Context: an optimization exercise on an open-source flow, tuned for small area, a short achievable clock period and few clock cycles per item. The choices shown serve that exercise and are no tape-out recipe. In this exercise RTL edits were held to simulation tests only and were not proved equivalent to the original. No activity file was given, so power comes from the tool's default toggle rates.

==> pepper <==
==> flow/design.v <==
`timescale 1ns/1ps
`default_nettype none
package div_pkg;
	localparam int DIV_WIDTH = 64;
endpackage
`default_nettype wire
`timescale 1ns/1ps
`default_nettype none
module div_lzc64 (
	input  logic [63:0] x_i,
	output logic [6:0]  cnt_o
);
	logic [63:0] v0;
	logic [31:0] v1; logic [31:0][0:0] c1;
	logic [15:0] v2; logic [15:0][1:0] c2;
	logic [7:0]  v3; logic [7:0][2:0]  c3;
	logic [3:0]  v4; logic [3:0][3:0]  c4;
	logic [1:0]  v5; logic [1:0][4:0]  c5;
	logic        v6; logic [5:0]       c6;
	assign v0 = x_i;
	always_comb begin
		for (int i = 0; i < 32; i++) begin
			v1[i] = v0[2*i+1] | v0[2*i];
			c1[i] = ~v0[2*i+1];
		end
		for (int i = 0; i < 16; i++) begin
			v2[i] = v1[2*i+1] | v1[2*i];
			c2[i] = v1[2*i+1] ? {1'b0, c1[2*i+1]} : {1'b1, c1[2*i]};
		end
		for (int i = 0; i < 8; i++) begin
			v3[i] = v2[2*i+1] | v2[2*i];
			c3[i] = v2[2*i+1] ? {1'b0, c2[2*i+1]} : {1'b1, c2[2*i]};
		end
		for (int i = 0; i < 4; i++) begin
			v4[i] = v3[2*i+1] | v3[2*i];
			c4[i] = v3[2*i+1] ? {1'b0, c3[2*i+1]} : {1'b1, c3[2*i]};
		end
		for (int i = 0; i < 2; i++) begin
			v5[i] = v4[2*i+1] | v4[2*i];
			c5[i] = v4[2*i+1] ? {1'b0, c4[2*i+1]} : {1'b1, c4[2*i]};
		end
		v6 = v5[1] | v5[0];
		c6 = v5[1] ? {1'b0, c5[1]} : {1'b1, c5[0]};
	end
	assign cnt_o = v6 ? {1'b0, c6} : 7'd64;
endmodule
`default_nettype wire
`timescale 1ns/1ps
`default_nettype none
module int_div_top (
	input  wire                clk,
	input  wire                rst_n_i,
	input  logic               req_i,
	input  logic               req_op_i,        
	input  logic [63:0]        req_dividend_i,
	input  logic [63:0]        req_divisor_i,
	output logic               ack_o,
	output logic [63:0]        rsp_quotient_o,
	output logic [63:0]        rsp_remainder_o,
	output logic               rsp_div_by_zero_o
);
	logic       a_neg, b_neg, b_zero, a_pow2;
	logic [6:0] lz_a, lz_b;
	assign a_neg  = ~req_op_i & req_dividend_i[63];
	assign b_neg  = ~req_op_i & req_divisor_i[63];
	assign b_zero = ~|req_divisor_i;
	logic [63:0] y_a, y_b;
	assign y_a = {req_op_i & req_dividend_i[63], req_dividend_i[62:0] ^ req_dividend_i[63:1]};
	assign y_b = {req_op_i & req_divisor_i[63], req_divisor_i[62:0] ^ req_divisor_i[63:1]};
	div_lzc64 i_lz_a (.x_i(y_a), .cnt_o(lz_a));
	div_lzc64 i_lz_b (.x_i(y_b), .cnt_o(lz_b));
	function automatic logic top_above(input logic [63:0] ya, input logic [63:0] yb);
		logic [63:0] va, vb, gt;
		va = ya;
		vb = yb;
		gt = yb & ~ya;
		for (int w = 1; w < 64; w = w * 2) begin
			for (int i = 0; i < 64; i += 2 * w) begin
				gt[i] = va[i + w] ? (vb[i + w] & gt[i + w]) : (vb[i + w] | gt[i]);
				va[i] = va[i + w] | va[i];
				vb[i] = vb[i + w] | vb[i];
			end
		end
		top_above = gt[0];
	endfunction
	assign a_pow2 = a_neg & ~|(~req_dividend_i[63:1] & req_dividend_i[62:0]);
	logic st_idle, st_prep, st_algn, st_step, st_fix, st_done;
	logic        ack_q;
	logic [64:0] r_q;       
	logic [65:0] d_q;       
	logic        cin_q;     
	logic [63:0] q_q;       
	logic [6:0]  lza_q;     
	logic [6:0]  lzb_q;     
	logic        pow2_q;
	logic [6:0]  cnt_q;
	logic [3:0]  srem_q;
	assign cnt_q  = lza_q;
	assign srem_q = lzb_q[3:0];
	logic        a_neg_q;   
	logic        same_q;    
	logic        b_neg_q;
	logic        qneg_q;    
	logic        dbz_q;
	logic [65:0] add_a;
	logic [65:0] s;
	logic        acc;
	function automatic logic [65:0] add66(input logic [65:0] a, input logic [65:0] b, input logic c);
		logic [66:0] g, p;
		g = {a & b, c};
		p = {a ^ b, 1'b0};
		for (int l = 0; l < 7; l++) begin
			for (int i = 0; i < 67; i++) begin
				if ((i >> l) & 1) begin
					g[i] = g[i] | (p[i] & g[((i >> l) << l) - 1]);
					p[i] = p[i] & p[((i >> l) << l) - 1];
				end
			end
		end
		add66 = (a ^ b) ^ g[65:0];
	endfunction
	assign add_a = {r_q[64], r_q};
	assign s     = add66(add_a, d_q, cin_q);
	assign acc   = s[65] ~^ a_neg_q;
	logic [7:0]  k;
	logic [2:0]  k_lo;
	logic [65:0] d_lo;
	logic        sh_big;
	logic [1:0]  sh8;
	logic [65:0] d_hi;
	assign k    = {1'b0, lzb_q} - {1'b0, lza_q} + {7'd0, pow2_q};
	assign k_lo = lzb_q[2:0] - lza_q[2:0] + {2'd0, pow2_q};
	assign d_lo = 66'(({{b_neg_q, b_neg_q, req_divisor_i} ^ {66{same_q}}, {7{same_q}}} << k_lo) >> 7);
	assign sh_big = srem_q[3] | srem_q[2] | (srem_q[1] & srem_q[0]);   
	assign sh8    = sh_big ? 2'd3 : srem_q[1:0];
	assign d_hi   = 66'(({d_q, {24{same_q}}} << {sh8, 3'd0}) >> 24);
	function automatic logic [63:0] below_or(input logic [63:0] x);
		logic [63:0] p;
		p = {x[62:0], 1'b0};
		for (int l = 0; l < 6; l++) begin
			for (int i = 0; i < 64; i++) begin
				if ((i >> l) & 1) p[i] = p[i] | p[((i >> l) << l) - 1];
			end
		end
		below_or = p;
	endfunction
	logic [63:0] q_fix;
	assign q_fix = qneg_q ? (q_q ^ below_or(q_q)) : q_q;
	logic last;
	logic start;
	assign last  = (cnt_q == 7'd0);
	assign start = st_idle & req_i;
	logic a_short;
	assign a_short = ~a_pow2 & top_above(y_a, y_b);
	always_ff @(posedge clk or negedge rst_n_i) begin
		if (!rst_n_i) begin
			st_idle <= 1'b1;
			st_prep <= 1'b0;
			st_algn <= 1'b0;
			st_step <= 1'b0;
			st_fix  <= 1'b0;
			st_done <= 1'b0;
			ack_q   <= 1'b0;
		end else begin
			st_idle <= (st_idle & ~req_i) | (st_done & ~req_i);
			st_prep <= start & ~a_short;
			st_algn <= (st_prep & ~dbz_q & ~k[7] & (k[6:3] != 4'd0)) | (st_algn & sh_big & (srem_q != 4'd3));
			st_step <= (st_prep & ~dbz_q & ~k[7] & (k[6:3] == 4'd0)) | (st_algn & ~(sh_big & (srem_q != 4'd3))) |
				(st_step & ~last);
			st_fix  <= st_step & last & (a_neg_q | qneg_q);
			st_done <= (start & a_short) | (st_prep & (dbz_q | k[7])) | (st_step & last & ~a_neg_q & ~qneg_q) |
				st_fix | (st_done & req_i);
			ack_q   <= (start & a_short) | (st_prep & (dbz_q | k[7])) | (st_step & last & ~a_neg_q & ~qneg_q) |
				st_fix | (st_done & req_i);
		end
	end
	always_ff @(posedge clk) begin
		if (start) begin
			r_q <= {a_neg, req_dividend_i};
		end else if ((st_step & acc) | (st_prep & a_neg_q & ~k[7] & ~dbz_q) | (st_fix & a_neg_q)) begin
			r_q <= s[64:0];
		end
	end
	always_ff @(posedge clk) begin
		if (start) begin
			q_q <= '0;
		end else if (st_prep & dbz_q) begin
			q_q <= '1;
		end else if (st_step) begin
			q_q <= {q_q[62:0], acc};
		end else if (st_fix) begin
			q_q <= q_fix;
		end
	end
	always_ff @(posedge clk) begin
		if (st_prep) begin
			d_q <= d_lo;
		end else if (st_algn) begin
			d_q <= d_hi;
		end else if (st_step) begin
			d_q <= last ? '0 : {d_q[65], d_q[65:1]};
		end else if (st_fix) begin
			d_q <= '0;
		end else begin
			d_q <= '1;
		end
		if (start) begin
			cin_q <= 1'b0;
		end else if (st_prep) begin
			cin_q <= same_q;
		end else if (st_step & last) begin
			cin_q <= 1'b1;
		end
	end
	always_ff @(posedge clk) begin
		pow2_q  <= a_pow2;
		a_neg_q <= a_neg;
		same_q  <= (a_neg == b_neg);
		b_neg_q <= b_neg;
		qneg_q  <= a_neg ^ b_neg;
		if (start) begin
			dbz_q <= b_zero;
		end
		if (start) begin
			lza_q <= lz_a;
			lzb_q <= lz_b;
		end else if (st_prep) begin
			lza_q <= k[6:0];
			lzb_q <= {3'd0, k[6:3]};
		end else if (st_algn) begin
			lzb_q <= {3'd0, srem_q - {2'd0, sh8}};
		end else if (st_step) begin
			lza_q <= lza_q - 7'd1;
		end
	end
	assign ack_o             = ack_q;
	assign rsp_quotient_o    = q_q;
	assign rsp_remainder_o   = r_q[63:0];
	assign rsp_div_by_zero_o = dbz_q;
endmodule
`default_nettype wire
==> flow/flow/run.sh <==
#!/bin/bash
# The standard layout (the standard.sh: standard synthesis, floorplan,
# placement, CTS, routing), with one change: the port buffers that
# buffer_ports inserts on every input and output are buf_2 cells instead of
# the delay cell it picks by default. Make's full output goes to
# flow_make.log here; ORFS's per-step logs stay under orfs/logs/.
set -euo pipefail
bash standard.sh 'BUFFER_PORTS_ARGS=-buffer_cell sky130_fd_sc_hd__buf_2' finish > flow_make.log 2>&1
==> flow/standard.sh <==
#!/bin/bash
# synth_recipe.tcl (not shown) runs the flow's synth.tcl, then flattens the netlist and writes it again
# the make line also repeats each setting of config.mk as NAME=value (left out here)
make -C /OpenROAD-flow-scripts/flow DESIGN_CONFIG=/design/flow/config.mk WORK_HOME=/design/flow/orfs CLKGATE_MAP_FILE= SYNTH_SCRIPT=/design/flow/synth_recipe.tcl "${@:-finish}"
==> flow/config.mk <==
export PLATFORM = sky130hd
export DESIGN_NAME = int_div_top
export DESIGN_NICKNAME = int_div_top
export VERILOG_FILES = /design/flow/design.v
export SDC_FILE = /design/flow/constraint.sdc
export NUM_CORES = 4
export LEC_CHECK = 0
export CAP_MARGIN = 20
export CORE_MARGIN = 2
export CORE_UTILIZATION = 40
export SETUP_SLACK_MARGIN = 1.5
export SLEW_MARGIN = 20
==> flow/constraint.sdc <==
create_clock -name core_clock -period 5.0 [get_ports {clk}]
set_input_delay 1.0000 -clock core_clock [delete_from_list [all_inputs] [get_ports {clk}]]
set_output_delay 1.0000 -clock core_clock [all_outputs]
set_load 0.01 [all_outputs]
==> ember (differences from pepper) <==
==> flow/design.v, changed modules only <==
module int_div_top (
	input  wire                clk,
	input  wire                rst_n_i,
	input  logic               req_i,
	input  logic               req_op_i,        
	input  logic [63:0]        req_dividend_i,
	input  logic [63:0]        req_divisor_i,
	output logic               ack_o,
	output logic [63:0]        rsp_quotient_o,
	output logic [63:0]        rsp_remainder_o,
	output logic               rsp_div_by_zero_o
);
	logic       a_neg, b_neg, b_zero, a_pow2;
	logic [6:0] lz_a, lz_b;
	assign a_neg  = ~req_op_i & req_dividend_i[63];
	assign b_neg  = ~req_op_i & req_divisor_i[63];
	assign b_zero = ~|req_divisor_i;
	div_lzc64 i_lz_a (
		.x_i   ({req_op_i & req_dividend_i[63], req_dividend_i[62:0] ^ req_dividend_i[63:1]}),
		.cnt_o (lz_a)
	);
	div_lzc64 i_lz_b (
		.x_i   ({req_op_i & req_divisor_i[63], req_divisor_i[62:0] ^ req_divisor_i[63:1]}),
		.cnt_o (lz_b)
	);
	assign a_pow2 = a_neg & ~|(~req_dividend_i[63:1] & req_dividend_i[62:0]);
	logic st_idle, st_prep, st_algn, st_step, st_fix, st_done;
	logic        ack_q;
	logic [64:0] r_q;       
	logic [65:0] d_q;       
	logic        cin_q;     
	logic [63:0] q_q;       
	logic [6:0]  lza_q;     
	logic [6:0]  lzb_q;     
	logic        pow2_q;
	logic [6:0]  cnt_q;
	logic [3:0]  srem_q;
	assign cnt_q  = lza_q;
	assign srem_q = lzb_q[3:0];
	logic        a_neg_q;   
	logic        same_q;    
	logic        b_neg_q;
	logic        qneg_q;    
	logic        dbz_q;
	logic [65:0] add_a;
	logic [65:0] s;
	logic        acc;
	function automatic logic [65:0] add66(input logic [65:0] a, input logic [65:0] b, input logic c);
		logic [66:0] g, p;
		g = {a & b, c};
		p = {a ^ b, 1'b0};
		for (int l = 0; l < 7; l++) begin
			for (int i = 0; i < 67; i++) begin
				if ((i >> l) & 1) begin
					g[i] = g[i] | (p[i] & g[((i >> l) << l) - 1]);
					p[i] = p[i] & p[((i >> l) << l) - 1];
				end
			end
		end
		add66 = (a ^ b) ^ g[65:0];
	endfunction
	assign add_a = {r_q[64], r_q};
	assign s     = add66(add_a, d_q, cin_q);
	assign acc   = s[65] ~^ a_neg_q;
	logic [7:0]  k;
	logic [2:0]  k_lo;
	logic [65:0] d_lo;
	logic        sh_big;
	logic [1:0]  sh8;
	logic [65:0] d_hi;
	assign k    = {1'b0, lzb_q} - {1'b0, lza_q} + {7'd0, pow2_q};
	assign k_lo = lzb_q[2:0] - lza_q[2:0] + {2'd0, pow2_q};
	assign d_lo = 66'(({{b_neg_q, b_neg_q, req_divisor_i} ^ {66{same_q}}, {7{same_q}}} << k_lo) >> 7);
	assign sh_big = srem_q[3] | srem_q[2] | (srem_q[1] & srem_q[0]);   
	assign sh8    = sh_big ? 2'd3 : srem_q[1:0];
	assign d_hi   = 66'(({d_q, {24{same_q}}} << {sh8, 3'd0}) >> 24);
	function automatic logic [63:0] below_or(input logic [63:0] x);
		logic [63:0] p;
		p = {x[62:0], 1'b0};
		for (int l = 0; l < 6; l++) begin
			for (int i = 0; i < 64; i++) begin
				if ((i >> l) & 1) p[i] = p[i] | p[((i >> l) << l) - 1];
			end
		end
		below_or = p;
	endfunction
	logic [63:0] q_fix;
	assign q_fix = qneg_q ? (q_q ^ below_or(q_q)) : q_q;
	logic last;
	logic start;
	assign last  = (cnt_q == 7'd0);
	assign start = st_idle & req_i;
	always_ff @(posedge clk or negedge rst_n_i) begin
		if (!rst_n_i) begin
			st_idle <= 1'b1;
			st_prep <= 1'b0;
			st_algn <= 1'b0;
			st_step <= 1'b0;
			st_fix  <= 1'b0;
			st_done <= 1'b0;
			ack_q   <= 1'b0;
		end else begin
			st_idle <= (st_idle & ~req_i) | (st_done & ~req_i);
			st_prep <= start;
			st_algn <= (st_prep & ~dbz_q & ~k[7] & (k[6:3] != 4'd0)) | (st_algn & sh_big & (srem_q != 4'd3));
			st_step <= (st_prep & ~dbz_q & ~k[7] & (k[6:3] == 4'd0)) | (st_algn & ~(sh_big & (srem_q != 4'd3))) |
				(st_step & ~last);
			st_fix  <= st_step & last & (a_neg_q | qneg_q);
			st_done <= (st_prep & (dbz_q | k[7])) | (st_step & last & ~a_neg_q & ~qneg_q) |
				st_fix | (st_done & req_i);
			ack_q   <= (st_prep & (dbz_q | k[7])) | (st_step & last & ~a_neg_q & ~qneg_q) |
				st_fix | (st_done & req_i);
		end
	end
	always_ff @(posedge clk) begin
		if (start) begin
			r_q <= {a_neg, req_dividend_i};
		end else if ((st_step & acc) | (st_prep & a_neg_q & ~k[7] & ~dbz_q) | (st_fix & a_neg_q)) begin
			r_q <= s[64:0];
		end
	end
	always_ff @(posedge clk) begin
		if (st_prep) begin
			q_q <= {64{dbz_q}};
		end else if (st_step) begin
			q_q <= {q_q[62:0], acc};
		end else if (st_fix) begin
			q_q <= q_fix;
		end
	end
	always_ff @(posedge clk) begin
		if (st_prep) begin
			d_q <= d_lo;
		end else if (st_algn) begin
			d_q <= d_hi;
		end else if (st_step) begin
			d_q <= last ? '0 : {d_q[65], d_q[65:1]};
		end else if (st_fix) begin
			d_q <= '0;
		end else begin
			d_q <= '1;
		end
		if (start) begin
			cin_q <= 1'b0;
		end else if (st_prep) begin
			cin_q <= same_q;
		end else if (st_step & last) begin
			cin_q <= 1'b1;
		end
	end
	always_ff @(posedge clk) begin
		pow2_q  <= a_pow2;
		a_neg_q <= a_neg;
		same_q  <= (a_neg == b_neg);
		b_neg_q <= b_neg;
		qneg_q  <= a_neg ^ b_neg;
		if (start) begin
			dbz_q <= b_zero;
		end
		if (start) begin
			lza_q <= lz_a;
		end else if (st_prep) begin
			lza_q <= k[6:0];
		end else if (st_step) begin
			lza_q <= lza_q - 7'd1;
		end
		if (st_prep) begin
			lzb_q <= {3'd0, k[6:3]};
		end else if (st_algn) begin
			lzb_q <= {3'd0, srem_q - {2'd0, sh8}};
		end else begin
			lzb_q <= lz_b;
		end
	end
	assign ack_o             = ack_q;
	assign rsp_quotient_o    = q_q;
	assign rsp_remainder_o   = r_q[63:0];
	assign rsp_div_by_zero_o = dbz_q;
endmodule
==> tundra (differences from pepper) <==
==> flow/design.v, changed modules only <==
module int_div_top (
	input  wire                clk,
	input  wire                rst_n_i,
	input  logic               req_i,
	input  logic               req_op_i,        
	input  logic [63:0]        req_dividend_i,
	input  logic [63:0]        req_divisor_i,
	output logic               ack_o,
	output logic [63:0]        rsp_quotient_o,
	output logic [63:0]        rsp_remainder_o,
	output logic               rsp_div_by_zero_o
);
	logic       a_neg, b_neg, b_zero, a_pow2;
	logic [6:0] lz_a, lz_b;
	assign a_neg  = ~req_op_i & req_dividend_i[63];
	assign b_neg  = ~req_op_i & req_divisor_i[63];
	assign b_zero = ~|req_divisor_i;
	div_lzc64 i_lz_a (
		.x_i   ({req_op_i & req_dividend_i[63], req_dividend_i[62:0] ^ req_dividend_i[63:1]}),
		.cnt_o (lz_a)
	);
	div_lzc64 i_lz_b (
		.x_i   ({req_op_i & req_divisor_i[63], req_divisor_i[62:0] ^ req_divisor_i[63:1]}),
		.cnt_o (lz_b)
	);
	assign a_pow2 = a_neg & ~|(~req_dividend_i[63:1] & req_dividend_i[62:0]);
	logic st_idle, st_prep, st_algn, st_step, st_fix, st_done;
	logic        ack_q;
	logic [64:0] r_q;       
	logic [65:0] d_q;       
	logic        cin_q;     
	logic [63:0] q_q;       
	logic [6:0]  lza_q;     
	logic [6:0]  lzb_q;     
	logic        pow2_q;
	logic [6:0]  cnt_q;
	logic [3:0]  srem_q;
	assign cnt_q  = lza_q;
	assign srem_q = lzb_q[3:0];
	logic        a_neg_q;   
	logic        same_q;    
	logic        b_neg_q;
	logic        qneg_q;    
	logic        dbz_q;
	logic [65:0] add_a;
	logic [65:0] s;
	logic        acc;
	function automatic logic [65:0] add66(input logic [65:0] a, input logic [65:0] b, input logic c);
		logic [66:0] g, p;
		g = {a & b, c};
		p = {a ^ b, 1'b0};
		for (int l = 0; l < 7; l++) begin
			for (int i = 0; i < 67; i++) begin
				if ((i >> l) & 1) begin
					g[i] = g[i] | (p[i] & g[((i >> l) << l) - 1]);
					p[i] = p[i] & p[((i >> l) << l) - 1];
				end
			end
		end
		add66 = (a ^ b) ^ g[65:0];
	endfunction
	assign add_a = {r_q[64], r_q};
	assign s     = add66(add_a, d_q, cin_q);
	assign acc   = s[65] ~^ a_neg_q;
	logic [7:0]  k;
	logic [2:0]  k_lo;
	logic [65:0] d_lo;
	logic        sh_big;
	logic [1:0]  sh8;
	logic [65:0] d_hi;
	assign k    = {1'b0, lzb_q} - {1'b0, lza_q} + {7'd0, pow2_q};
	assign k_lo = lzb_q[2:0] - lza_q[2:0] + {2'd0, pow2_q};
	assign d_lo = 66'(({{b_neg_q, b_neg_q, req_divisor_i} ^ {66{same_q}}, {7{same_q}}} << k_lo) >> 7);
	assign sh_big = srem_q[3] | srem_q[2] | (srem_q[1] & srem_q[0]);   
	assign sh8    = sh_big ? 2'd3 : srem_q[1:0];
	assign d_hi   = 66'(({d_q, {24{same_q}}} << {sh8, 3'd0}) >> 24);
	function automatic logic [63:0] below_or(input logic [63:0] x);
		logic [63:0] p;
		p = {x[62:0], 1'b0};
		for (int l = 0; l < 6; l++) begin
			for (int i = 0; i < 64; i++) begin
				if ((i >> l) & 1) p[i] = p[i] | p[((i >> l) << l) - 1];
			end
		end
		below_or = p;
	endfunction
	logic [63:0] q_fix;
	assign q_fix = qneg_q ? (q_q ^ below_or(q_q)) : q_q;
	logic last;
	logic start;
	assign last  = (cnt_q == 7'd0);
	assign start = st_idle & req_i;
	always_ff @(posedge clk or negedge rst_n_i) begin
		if (!rst_n_i) begin
			st_idle <= 1'b1;
			st_prep <= 1'b0;
			st_algn <= 1'b0;
			st_step <= 1'b0;
			st_fix  <= 1'b0;
			st_done <= 1'b0;
			ack_q   <= 1'b0;
		end else begin
			st_idle <= (st_idle & ~req_i) | (st_done & ~req_i);
			st_prep <= start;
			st_algn <= (st_prep & ~dbz_q & ~k[7] & (k[6:3] != 4'd0)) | (st_algn & sh_big & (srem_q != 4'd3));
			st_step <= (st_prep & ~dbz_q & ~k[7] & (k[6:3] == 4'd0)) | (st_algn & ~(sh_big & (srem_q != 4'd3))) |
				(st_step & ~last);
			st_fix  <= st_step & last & (a_neg_q | qneg_q);
			st_done <= (st_prep & (dbz_q | k[7])) | (st_step & last & ~a_neg_q & ~qneg_q) |
				st_fix | (st_done & req_i);
			ack_q   <= (st_prep & (dbz_q | k[7])) | (st_step & last & ~a_neg_q & ~qneg_q) |
				st_fix | (st_done & req_i);
		end
	end
	always_ff @(posedge clk) begin
		if (start) begin
			r_q <= {a_neg, req_dividend_i};
		end else if ((st_step & acc) | (st_prep & a_neg_q & ~k[7] & ~dbz_q) | (st_fix & a_neg_q)) begin
			r_q <= s[64:0];
		end
	end
	always_ff @(posedge clk) begin
		if (start) begin
			q_q <= '0;
		end else if (st_prep & dbz_q) begin
			q_q <= '1;
		end else if (st_step) begin
			q_q <= {q_q[62:0], acc};
		end else if (st_fix) begin
			q_q <= q_fix;
		end
	end
	always_ff @(posedge clk) begin
		if (start) begin
			d_q <= '1;
		end else if (st_prep) begin
			d_q <= d_lo;
		end else if (st_algn) begin
			d_q <= d_hi;
		end else if (st_step) begin
			d_q <= last ? '0 : {d_q[65], d_q[65:1]};
		end
		if (start) begin
			cin_q <= 1'b0;
		end else if (st_prep) begin
			cin_q <= same_q;
		end else if (st_step & last) begin
			cin_q <= 1'b1;
		end
	end
	always_ff @(posedge clk) begin
		if (start) begin
			pow2_q  <= a_pow2;
			a_neg_q <= a_neg;
			same_q  <= (a_neg == b_neg);
			b_neg_q <= b_neg;
			qneg_q  <= a_neg ^ b_neg;
			dbz_q   <= b_zero;
		end
		if (start) begin
			lza_q <= lz_a;
			lzb_q <= lz_b;
		end else if (st_prep) begin
			lza_q <= k[6:0];
			lzb_q <= {3'd0, k[6:3]};
		end else if (st_algn) begin
			lzb_q <= {3'd0, srem_q - {2'd0, sh8}};
		end else if (st_step) begin
			lza_q <= lza_q - 7'd1;
		end
	end
	assign ack_o             = ack_q;
	assign rsp_quotient_o    = q_q;
	assign rsp_remainder_o   = r_q[63:0];
	assign rsp_div_by_zero_o = dbz_q;
endmodule
==> metrics.md <==
| Metric | Value |
|---|---|
| Layout Skew | roughly 0.013 ns |
| Critical path cell sequence | ha_4 > o21a_1 > o21bai_4 > a211o_1 > a2111oi_4 > buf_4 > o211ai_1 > a2111oi_4 > o31ai_2 > xnor2_1 > o211ai_1 > buf_6 > buf_12 |
| Total Wirelength | ~96000 µm |
| P_int | ~10 mW |
| Status | no timing/DRC/antenna violations |
| Buffers outside the clock class | 334 |
| Area of the multi-input gates | roughly 15000 µm² |
| Reg area | 5460 µm² |
| Yosys top cell area share | 13.2% |
| R2R Path Start | r_q[12] |
| Reg2reg end | r_q[1] |
| Dpl hpwl | 73700 µm |
| Worst EP arrival | 3.98 ns |
| Syn Std Cell Area | 21800 µm² |
| Worst-path maximum fanout | 15 |
| Yosys top cell by area | edfxtp_1 |
| Seq power | 4.37 mW |
| Seq pwr share | between 20% and 30% |
| #MultiIn Comb | 2204 |
| 1st-pass router iterations | 8 |
| Routed length on met2 | 41900 µm |
That was pepper.
==> metrics.md <==
| Metric | Value |
|---|---|
| Status | no timing/DRC/antenna violations |
| Seq pwr share | 28.6% |
| Sw power | between 4 and 5 mW |
| Reg2reg end | d_q[52] |
| Routed length on met2 | about 37000 µm |
| R2R Path Start | lza_q[0] |
| Worst EP arrival | 3.78 ns |
| CTS root buf | clkbuf_16 |
| Area of the multi-input gates | 14300 µm² |
| #MultiIn Comb | 1895 |
| Seq power | 3.18 mW |
| Buffers outside the clock class | between 300 and 400 |
| Yosys top cell area share | 21.6% |
| Syn Std Cell Area | around 21000 µm² |
| Total Wirelength | 79100 µm |
| P_int | roughly 6.4 mW |
| Worst-path maximum fanout | 5 |
| 1st-pass router iterations | 6 |
| Ranking of synthesized cells by area | edfxtp_1 (22%), mux4_2 (8.5%), ha_1 (7.0%), dfxtp_1 (5.9%), a21oi_1 (5.3%) |
| Dpl hpwl | 58200 µm |
| Critical path cell sequence | ha_1 > inv_2 > ha_4 > fa_4 > clkbuf_16 > mux4_2 > xnor2_2 > o22ai_1 > a221oi_1 > nand2_1 |
That was ember.
==> metrics.md <==
| Metric | Value |
|---|---|
| Reg area | 5340 µm² |
| Worst-path maximum fanout | 6 |
| Area of the multi-input gates | about 16000 µm² |
| R2R Path Start | lza_q[0] |
| P_int | 11.8 mW |
| Core area | about 55000 µm² |
| Total Wirelength | 90100 µm |
| Non-Filler Cell Area, Final | 25700 µm² |
| Seq power | 4.60 mW |
| Layout Skew | 0.0125 ns |
| Critical path cell sequence | ha_1 > inv_2 > ha_4 > fa_4 > buf_12 > mux4_2 > mux2i_2 > xnor2_1 > a221oi_2 > nand2_1 > o21ai_0 > nand2_1 |
| Yosys top cell area share | between 10% and 20% |
| 1st-pass router iterations | 8 |
| Buffers outside the clock class | 333 |
| Seq pwr share | 19.0% |
| Status | no timing/DRC/antenna violations |
| Reg2reg end | d_q[9] |
| Worst EP arrival | about 4.0 ns |
| #MultiIn Comb | about 2300 |
| Syn Std Cell Area | 22500 µm² |
That was tundra.
Testbench counts of pepper, summed over its fixed seeds: cycles 82,064, items 8,000.
Testbench counts of ember, summed over its fixed seeds: cycles 85,279, items 8,000.
Testbench counts of tundra, summed over its fixed seeds: cycles 85,279, items 8,000.

separate check: timing with driven ports:
The results above use ideal ports. As a check the final layouts listed here were re-extracted and re-timed, cells and wires unchanged. Step 1 assumes that a clkbuf_16 drives the clock port and a buf_2 every other input. Step 2 adds t to the input delays and takes it off the output delays; t is the mean of the earliest and latest rising clock arrival at the registers after step 1. Input paths then give back, and output paths get back, about the clock's delay inside the block. Three values: no drivers, after step 1, after step 2; two values: the first two.
| run | t (ns) | slack for setup (ns) | worst setup path after step 2 | worst register clock-pin slew, ns | worst data-port slew with drivers (ns) |
|---|---|---|---|---|---|
| pepper | 0.638 | 1.296 / 1.296 / 1.016 | input to register | 0.06 / 0.06 | 0.15 |
| ember | 0.626 | 1.509 / 1.509 / 1.028 | input to register | 0.07 / 0.07 | 0.08 |
| tundra | 0.629 | 1.482 / 1.482 / 1.144 | input to register | 0.07 / 0.07 | 0.10 |
After both steps every run listed still meets setup and hold. For ember, which loses most, drivers alone change the setup slack by 0.000 ns; drivers and shift together by -0.481 ns.
